Context: an optimization exercise on an open-source flow, tuned for small area and a short achievable clock period. The choices shown serve that exercise and are no tape-out recipe.
Power is estimated from default activity; no workload was simulated.

==> flow/design.v <==
`default_nettype none
package BackEndPkg;
    localparam int DataMemWords = 64;
    localparam int DataMemAddrBits = $clog2(DataMemWords);
    localparam logic [31:0] LinkOffset = 32'd8;
    typedef enum logic [3:0] {
        AluAdd  = 4'd0,
        AluSub  = 4'd1,
        AluAnd  = 4'd2,
        AluOr   = 4'd3,
        AluXor  = 4'd4,
        AluNor  = 4'd5,
        AluSlt  = 4'd6,
        AluSltu = 4'd7,
        AluSll  = 4'd8,
        AluSrl  = 4'd9,
        AluSra  = 4'd10,
        AluLui  = 4'd11
    } AluOp;
    typedef enum logic [1:0] {
        SelWord = 2'd0,
        SelHalf = 2'd1,
        SelByte = 2'd2
    } ByteSel;
    typedef enum logic [1:0] {
        WbAlu  = 2'd0,
        WbMem  = 2'd1,
        WbLink = 2'd2
    } WbSrc;
    typedef struct packed {
        AluOp        Op;
        logic [31:0] OperandA;
        logic [31:0] OperandB;
        logic [31:0] StoreData;
        logic [31:0] Pc;
        logic [4:0]  RegDest;
        logic        RegWrite;
        logic        MemRead;
        logic        MemWrite;
        logic        SignedLoad;
        ByteSel      Width;
        WbSrc        Source;
    } IssueBundle;
    typedef struct packed {
        logic [31:0] AluResult;
        logic [31:0] StoreData;
        logic [31:0] Pc;
        logic [4:0]  RegDest;
        logic        RegWrite;
        logic        MemRead;
        logic        MemWrite;
        logic        SignedLoad;
        ByteSel      Width;
        WbSrc        Source;
    } ExMemBundle;
    typedef struct packed {
        logic [31:0] AluResult;
        logic [31:0] LoadData;
        logic [31:0] Pc;
        logic [4:0]  RegDest;
        logic        RegWrite;
        WbSrc        Source;
    } MemWbBundle;
    typedef struct packed {
        logic        Enable;
        logic [4:0]  Dest;
        logic [31:0] Data;
    } RegWritePort;
endpackage
`default_nettype wire
`default_nettype none
module BackEnd (
    input  wire logic         Clock,
    input  wire logic         rst,
    input  wire logic [144:0] Issue,
    input  wire logic         IssueValid,
    output wire logic [37:0]  WriteBack
);
    localparam int Words = BackEndPkg::DataMemWords;
    BackEndPkg::IssueBundle iss;
    assign iss = Issue;
    logic [31:0] opA, opB;
    assign opA = iss.OperandA;
    assign opB = iss.OperandB;
    logic        subtract;
    logic [31:0] addB;
    logic [31:0] sum;
    logic        carryIn;
    assign subtract = iss.Op[0];
    assign addB     = opB ^ {32{subtract}};
    assign {sum, carryIn} = {opA, 1'b1} + {addB, subtract};
    logic signedCompare;
    logic lessThan;
    assign signedCompare = iss.Op == BackEndPkg::AluSlt;
    assign lessThan = {opA[31] ^ signedCompare, opA[30:0]} < {opB[31] ^ signedCompare, opB[30:0]};
    logic [4:0]  shamt;
    logic [31:0] shl, shr;
    logic [31:0] logicValue;
    assign shamt = opB[4:0];
    assign shl   = opA << shamt;
    assign shr   = 32'($signed({iss.Op[1] & opA[31], opA}) >>> shamt);
    always_comb begin
        case (iss.Op)
            BackEndPkg::AluOr:   logicValue = opA | opB;
            BackEndPkg::AluXor:  logicValue = opA ^ opB;
            BackEndPkg::AluNor:  logicValue = ~(opA | opB);
            BackEndPkg::AluSll:  logicValue = shl;
            BackEndPkg::AluSrl:  logicValue = shr;
            BackEndPkg::AluSra:  logicValue = shr;
            BackEndPkg::AluLui:  logicValue = {opB[15:0], 16'd0};
            default:             logicValue = opA & opB;
        endcase
    end
    logic useSum, useLess;
    assign useSum  = iss.Op == BackEndPkg::AluAdd || iss.Op == BackEndPkg::AluSub;
    assign useLess = iss.Op == BackEndPkg::AluSlt || iss.Op == BackEndPkg::AluSltu;
    logic [7:0] addressSum, addressDiff;
    assign addressSum  = opA[7:0] + opB[7:0];
    assign addressDiff = opA[7:0] - opB[7:0];
    logic [7:0] address;
    always_comb begin
        if (iss.Op == BackEndPkg::AluAdd)
            address = addressSum;
        else if (iss.Op == BackEndPkg::AluSub)
            address = addressDiff;
        else if (useLess)
            address = 8'd0;
        else
            address = logicValue[7:0];
    end
    logic        accept;
    logic        isLoad, isStore, isLink, isWord, isHalf, isByte;
    logic [1:0]  lane;
    logic [31:0] storeLanes;
    logic [31:0] otherValue;
    logic [Words-1:0] wordSel;
    assign accept  = IssueValid & ~rst;
    assign isLoad  = iss.MemRead;
    assign isStore = iss.MemWrite;
    assign isLink  = iss.Source == BackEndPkg::WbLink;
    assign isWord  = iss.Width == BackEndPkg::SelWord;
    assign isHalf  = iss.Width == BackEndPkg::SelHalf;
    assign isByte  = iss.Width == BackEndPkg::SelByte;
    assign lane    = address[1:0];
    always_comb begin
        case (iss.Width)
            BackEndPkg::SelHalf: storeLanes = {2{iss.StoreData[15:0]}};
            BackEndPkg::SelByte: storeLanes = {4{iss.StoreData[7:0]}};
            default:             storeLanes = iss.StoreData;
        endcase
    end
    always_comb begin
        if (isStore)
            otherValue = storeLanes;
        else if (isLink)
            otherValue = iss.Pc + BackEndPkg::LinkOffset;
        else
            otherValue = logicValue;
    end
    always_comb begin
        for (int w = 0; w < Words; w++)
            wordSel[w] = address[7:2] == 6'(w);
    end
    logic       selSum, selOther, selLess;
    logic       selHiLane;
    always_comb begin
        selSum    = ~isLoad & ~isLink & useSum;
        selLess   = ~isLoad & ~isLink & useLess;
        selOther  = ~isLoad & ~selSum & ~selLess;
        selHiLane = isLoad & isWord;
    end
    function automatic logic [15:0] decodeLane(input logic [1:0] ln, input logic load,
                                               input logic byteWide, input logic halfWide,
                                               input logic signedLoad);
        logic [3:0] laneWrite, sel0Lane, signLane;
        logic       sel1Lane1, sel1Lane3, fill1, fillHi;
        if (halfWide)
            laneWrite = ln[1] ? 4'b1100 : 4'b0011;
        else if (byteWide)
            laneWrite = 4'b0001 << ln;
        else
            laneWrite = 4'b1111;
        sel0Lane   = load ? (4'b0001 << ln) : 4'b0000;
        sel1Lane1  = load & ~byteWide & ~ln[1];
        sel1Lane3  = load & ~byteWide & ln[1];
        if (load & signedLoad & byteWide)
            signLane = 4'b0001 << ln;
        else if (load & signedLoad & halfWide)
            signLane = ln[1] ? 4'b1000 : 4'b0010;
        else
            signLane = 4'b0000;
        fill1      = load & byteWide;
        fillHi     = load & (byteWide | halfWide);
        decodeLane = {laneWrite, sel0Lane, sel1Lane1, sel1Lane3, signLane, fill1, fillHi};
    endfunction
    logic [15:0] laneDec, laneDecLess0, laneDecLess1, laneDecAddr;
    assign laneDecLess0 = decodeLane(2'd0, isLoad, isByte, isHalf, iss.SignedLoad);
    assign laneDecLess1 = decodeLane(2'd1, isLoad, isByte, isHalf, iss.SignedLoad);
    assign laneDecAddr  = decodeLane(lane, isLoad, isByte, isHalf, iss.SignedLoad);
    assign laneDec      = !useLess ? laneDecAddr : lessThan ? laneDecLess1 : laneDecLess0;
    logic [31:0]      mSum, mOther;
    logic             mLess;
    logic [Words-1:0] mWordSel;
    logic [3:0]       mLaneWrite;
    logic             mEnable;
    logic [4:0]       mDest;
    logic             mSelSum, mSelOther, mSelLess;
    logic             mSelHiLane;
    logic [3:0]       mSel0Lane;
    logic             mSel1Lane1, mSel1Lane3;
    logic [3:0]       mSignLane;
    logic             mFill1, mFillHi;
    always_ff @(posedge Clock) begin
        mLaneWrite  <= (accept & isStore) ? laneDec[15:12] : 4'b0000;
        mEnable     <= accept & iss.RegWrite & (iss.RegDest != 5'd0);
        mSum        <= sum;
        mOther      <= otherValue;
        mLess       <= lessThan;
        mWordSel    <= wordSel;
        mDest       <= iss.RegDest;
        mSelSum     <= selSum;
        mSelOther   <= selOther;
        mSelLess    <= selLess;
        mSelHiLane  <= selHiLane;
        {mSel0Lane, mSel1Lane1, mSel1Lane3, mSignLane, mFill1, mFillHi} <= laneDec[11:0];
    end
    logic [Words*32-1:0] memBits;
    always_ff @(posedge Clock) begin
        for (int w = 0; w < Words; w++) begin
            for (int l = 0; l < 4; l++) begin
                if (mWordSel[w] & mLaneWrite[l])
                    memBits[w*32 + l*8 +: 8] <= mOther[l*8 +: 8];
            end
        end
    end
    logic [31:0] readWord;
    always_comb begin
        readWord = 32'd0;
        for (int w = 0; w < Words; w++)
            readWord = readWord | ({32{mWordSel[w]}} & memBits[w*32 +: 32]);
    end
    logic [Words-1:0] wordSign;
    logic             sign;
    always_comb begin
        for (int w = 0; w < Words; w++)
            wordSign[w] = |(mSignLane & {memBits[w*32 + 31], memBits[w*32 + 23],
                                         memBits[w*32 + 15], memBits[w*32 + 7]});
    end
    assign sign = |(mWordSel & wordSign);
    logic [7:0]  r0, r1, r2, r3;
    logic [31:0] base;
    assign {r3, r2, r1, r0} = readWord;
    assign base = ({32{mSelSum}} & mSum) | ({32{mSelOther}} & mOther)
                | {31'd0, mSelLess & mLess};
    logic [31:0] partA;
    logic [15:0] partB;
    logic        partFill;
    always_comb begin
        partA[7:0]   = base[7:0] | ({8{mSel0Lane[0]}} & r0) | ({8{mSel0Lane[1]}} & r1);
        partB[7:0]   = ({8{mSel0Lane[2]}} & r2) | ({8{mSel0Lane[3]}} & r3);
        partA[15:8]  = base[15:8] | ({8{mSel1Lane1}} & r1);
        partB[15:8]  = ({8{mSel1Lane3}} & r3) | {8{mFill1 & sign}};
        partA[23:16] = base[23:16] | ({8{mSelHiLane}} & r2);
        partA[31:24] = base[31:24] | ({8{mSelHiLane}} & r3);
        partFill     = mFillHi & sign;
    end
    logic        wEnable;
    logic [4:0]  wDest;
    logic [31:0] wPartA;
    logic [15:0] wPartB;
    logic        wPartFill;
    logic [31:0] wData;
    always_ff @(posedge Clock) begin
        wEnable   <= mEnable & ~rst;
        wDest     <= mDest;
        wPartA    <= partA;
        wPartB    <= partB;
        wPartFill <= partFill;
    end
    assign wData = wPartA | {{16{wPartFill}}, wPartB};
    BackEndPkg::RegWritePort writeBackPort;
    assign writeBackPort.Enable = wEnable;
    assign writeBackPort.Dest   = wDest;
    assign writeBackPort.Data   = wData;
    assign WriteBack = writeBackPort;
endmodule
`default_nettype wire
clock: 5.0 ns
lec_check: 0
abc_area: 1
cap_margin: 20
core_margin: 2
core_utilization: 40
cts_cluster_diameter: 70
cts_cluster_size: 25
place_density: 0.6
setup_slack_margin: 2.5
slew_margin: 20
synth_memory_max_bits: 16384
standard.sh (not shown) runs the stock make flow with config.mk's settings and CLKGATE_MAP_FILE= SYNTH_SCRIPT=/design/flow/synth_recipe.tcl, a recipe that flattens the netlist after the stock synthesis.
==> flow/flow/run.sh <==
#!/bin/bash
# Own layout flow: the standard synthesis unchanged, then the standard
# ORFS steps with a few resizer and clock-tree settings changed:
#  - the resizer may swap a cell for any cell of the same function, not only
#    one with the same footprint (so port buffers and delay cells can become
#    plain buffers of the right size);
#  - ports are buffered with buf_4 instead of the default choice;
#  - clock-tree sink clusters of up to 25 sinks within 70 um, no dummy loads.
# Each step's full output goes to a log file in this folder.
set -euo pipefail
bash standard.sh synth > synth.log 2>&1
bash standard.sh \
  MATCH_CELL_FOOTPRINT=0 \
  "BUFFER_PORTS_ARGS=-buffer_cell sky130_fd_sc_hd__buf_4" \
  "CTS_ARGS=-sink_clustering_enable -repair_clock_nets -sink_clustering_size 25 -sink_clustering_max_diameter 70 -dont_use_dummy_load" \
  finish > layout.log 2>&1
Next try:
Settings changed: CORE_UTILIZATION 40 to 45, PLACE_DENSITY 0.6 to 0.65.
=> The new run produced a clean layout. Sequential cell count does not change. Hold slack improved by 0.035 ns. Via count is higher by 2.2%. Power is higher by 1.4%. Clock skew is higher by 0.031 ns. Core utilization is higher by 6.7 points. Count of clock-buffer cells in the layout is lower by 2.
No run of this note included a check of the RTL's function; only the layout flow was run.

-- port drivers added, routing unchanged --
How much do the figures lean on ideal ports? The routed layouts below were timed once more, with nothing changed but the port constraints. Step 1 (the two cells are an assumption about what drives the block):
set clk [get_ports {Clock}]
set_driving_cell -lib_cell sky130_fd_sc_hd__clkbuf_16 $clk
set_driving_cell -lib_cell sky130_fd_sc_hd__buf_2 [delete_from_list [all_inputs] $clk]
Step 2, shift: input delay + t, output delay - t, t = (earliest + latest rising clock arrival at the registers) / 2. This alone moves slack from input paths to output paths. Slacks: ideal / step 1 / step 2; pairs: ideal / step 1.
run | t (ns) | slack for setup (ns) | hold slack, ns | worst setup path after step 2 | slew at the worst register clock pin (ns)
the first run | 0.933 | 2.148 / 2.111 / 1.268 | 0.276 / 0.203 / 0.276 | input to register | 0.10 / 0.10
the second run | 0.919 | 2.129 / 2.084 / 1.260 | 0.311 / 0.255 / 0.311 | input to register | 0.10 / 0.10
After both steps setup and hold are still met in every run listed. For the first run, which loses most, drivers alone change the setup slack by -0.037 ns; drivers and shift together by -0.880 ns.
